Context: an optimization exercise on an open-source flow, tuned for small area and a short achievable clock period. The choices shown serve that exercise and are no tape-out recipe. Function was checked by simulation only, so behaviour that the tests miss may differ from the original. Power and IR drop assume default switching activity.

== run D ==
Design fp16_fma_top, start of the top module:
module fp16_fma_top (
    input  logic        clk,
    input  logic        rst_n,
    input  logic        in_valid,
    input  logic [15:0] a,
    input  logic [15:0] b,
    input  logic [15:0] c,
    output logic [15:0] result,
    output logic        out_valid
);
Size: about 2700 cells after synthesis, about 390 flip-flops, roughly 68 I/O pins, roughly 21000 um^2 of cells after synthesis.
==> flow/config.mk <==
export PLATFORM = sky130hd
export DESIGN_NAME = fp16_fma_top
export DESIGN_NICKNAME = fp16_fma_top
export VERILOG_FILES = /design/flow/design.v
export SDC_FILE = /design/flow/constraint.sdc
export NUM_CORES = 4
export LEC_CHECK = 0
export ABC_AREA = 1
export CAP_MARGIN = 20
export CORE_MARGIN = 2
export CORE_UTILIZATION = 40
export CTS_CLUSTER_DIAMETER = 100
export CTS_CLUSTER_SIZE = 28
export SETUP_SLACK_MARGIN = 4.8
export SLEW_MARGIN = 20
==> flow/constraint.sdc <==
create_clock -name core_clock -period 8.0 [get_ports {clk}]
set_input_delay 1.6000 -clock core_clock [delete_from_list [all_inputs] [get_ports {clk}]]
set_output_delay 1.6000 -clock core_clock [all_outputs]
set_load 0.01 [all_outputs]
run.sh (not shown) runs the stock make flow with config.mk's settings and CLKGATE_MAP_FILE= SYNTH_SCRIPT=/design/flow/synth_recipe.tcl, a recipe that flattens the netlist after the stock synthesis.
Input-level comparison between run E and run D:
diff --git a/flow/design.v b/flow/design.v
--- a/flow/design.v
+++ b/flow/design.v
@@ -221,52 +221,18 @@
         lead = '0;
         for (int i = 0; i < 26; i++) begin
             if (x[i]) begin
                 lead = 5'(i);
             end
         end
     end
 endmodule
 `default_nettype wire
-`default_nettype none
-module fma_add_bk #(
-    parameter int W = 8
-) (
-    input  logic [W-1:0] a,
-    input  logic [W-1:0] b,
-    input  logic         cin,
-    output logic [W-1:0] sum
-);
-    logic [W-1:0] p0, g, p;
-    always_comb begin
-        p0 = a ^ b;
-        g  = a & b;
-        p  = p0;
-        g[0] = g[0] | (p[0] & cin);
-        for (int l = 0; (1 << l) < W; l++) begin
-            for (int i = (2 << l) - 1; i < W; i += (2 << l)) begin
-                g[i] = g[i] | (p[i] & g[i - (1 << l)]);
-                p[i] = p[i] & p[i - (1 << l)];
-            end
-        end
-        for (int l = 4; l >= 0; l--) begin                   
-            for (int i = (3 << l) - 1; i < W; i += (2 << l)) begin
-                g[i] = g[i] | (p[i] & g[i - (1 << l)]);
-                p[i] = p[i] & p[i - (1 << l)];
-            end
-        end
-        sum[0] = p0[0] ^ cin;
-        for (int i = 1; i < W; i++) begin
-            sum[i] = p0[i] ^ g[i-1];
-        end
-    end
-endmodule
-`default_nettype wire
 `timescale 1ns/1ns
 `default_nettype none
 module fp16_fma_top (
     input  logic        clk,
     input  logic        rst_n,
     input  logic        in_valid,
     input  logic [15:0] a,
     input  logic [15:0] b,
     input  logic [15:0] c,
@@ -341,19 +307,21 @@
         s3_xc  <= s2_xc;
         s3_cz  <= s2_cz;
         s3_sp  <= s2_sp;
         s3_sc  <= s2_sc;
         s3_nan <= s2_nan;
         s3_inf <= s2_inf;
         s3_pc  <= s2_pc;
     end
     logic [21:0] prod;
-    fma_add_bk #(.W(22)) u_cpa (.a(s3_r0), .b(s3_r1), .cin(1'b0), .sum(prod));
+    always_comb begin
+        prod = s3_r0 + s3_r1;
+    end
     logic [21:0] s4_prod;
     logic [9:0]  s4_fc;
     logic [7:0]  s4_d;
     logic [5:0]  s4_xc;
     logic        s4_cz, s4_sp, s4_sc, s4_nan, s4_inf, s4_pc;
     always_ff @(posedge clk) begin
         s4_prod <= prod;
         s4_fc   <= s3_fc;
         s4_d    <= s3_d;
@@ -438,19 +406,21 @@
         s6_big   <= big;
         s6_small <= {s_win, sticky} ^ {26{s5_sub}};
         s6_e     <= s5_e;
         s6_sign  <= s5_sign;
         s6_sub   <= s5_sub;
         s6_nan   <= s5_nan;
         s6_inf   <= s5_inf;
     end
     logic [25:0] fsum;
-    fma_add_bk #(.W(26)) u_add (.a({1'b0, s6_big, 3'b0}), .b(s6_small), .cin(s6_sub), .sum(fsum));
+    always_comb begin
+        fsum = {1'b0, s6_big, 3'b0} + s6_small + 26'(s6_sub);
+    end
     logic [25:0] s7_f;
     logic [6:0]  s7_e;
     logic        s7_sign, s7_sub, s7_nan, s7_inf;
     always_ff @(posedge clk) begin
         s7_f    <= fsum;
         s7_e    <= s6_e;
         s7_sign <= s6_sign;
         s7_sub  <= s6_sub;
         s7_nan  <= s6_nan;
Findings:
- Both conditions hold for run E: the flow ran to the end and the final layout passed the timing, design-rule and antenna checks.
- | layout overhead on the synthesized area | run E vs run D | 0.63 points higher |
- According to the power report, total power for run E is higher than for run D.
- Run E against run D: clock share of power moved up; fill cell instance count of the final layout moved down; cell count after synthesis moved up; design area moved up; overall routed net length moved up.
- Diff run E and run D: mean instance size in the synthesized netlist higher in run D
- Worst-case setup slack after placement (lower): run D
- In run E, wire length per cell is higher than in run D.
- | final weighted congestion of routability-driven global placement | run E vs run D | 0.059 lower |
- Diff run D -> run E | clock buffer instance count of the final layout | up by a little under 10%

## port drivers added, routing unchanged
Ports are ideal in the flow. The routed layouts listed here were re-timed in OpenROAD.
Step 1 assumes that a clkbuf_16 drives the clock port and a buf_2 every other input.
Step 2 moves the port delays by t, midway between the first and last clock arrival at a register: inputs arrive t later, outputs are due t later. That takes back most of the time a late clock gives input paths.
Three values: ideal, step 1, step 2; two values: the first two.
run | shift t [ns] | setup WS [ns] | latest minus earliest clock arrival (ns) | worst slew at a driven data input, ns
run D | 0.600 | 4.816 / 4.816 / 4.288 | 0.020 / 0.020 | 0.04
run E | 0.601 | 4.796 / 4.796 / 4.294 | 0.029 / 0.028 | 0.04
After both steps setup and hold are still met in every run listed. For run D, which loses most, drivers alone change the setup slack by 0.000 ns; drivers and shift together by -0.528 ns.
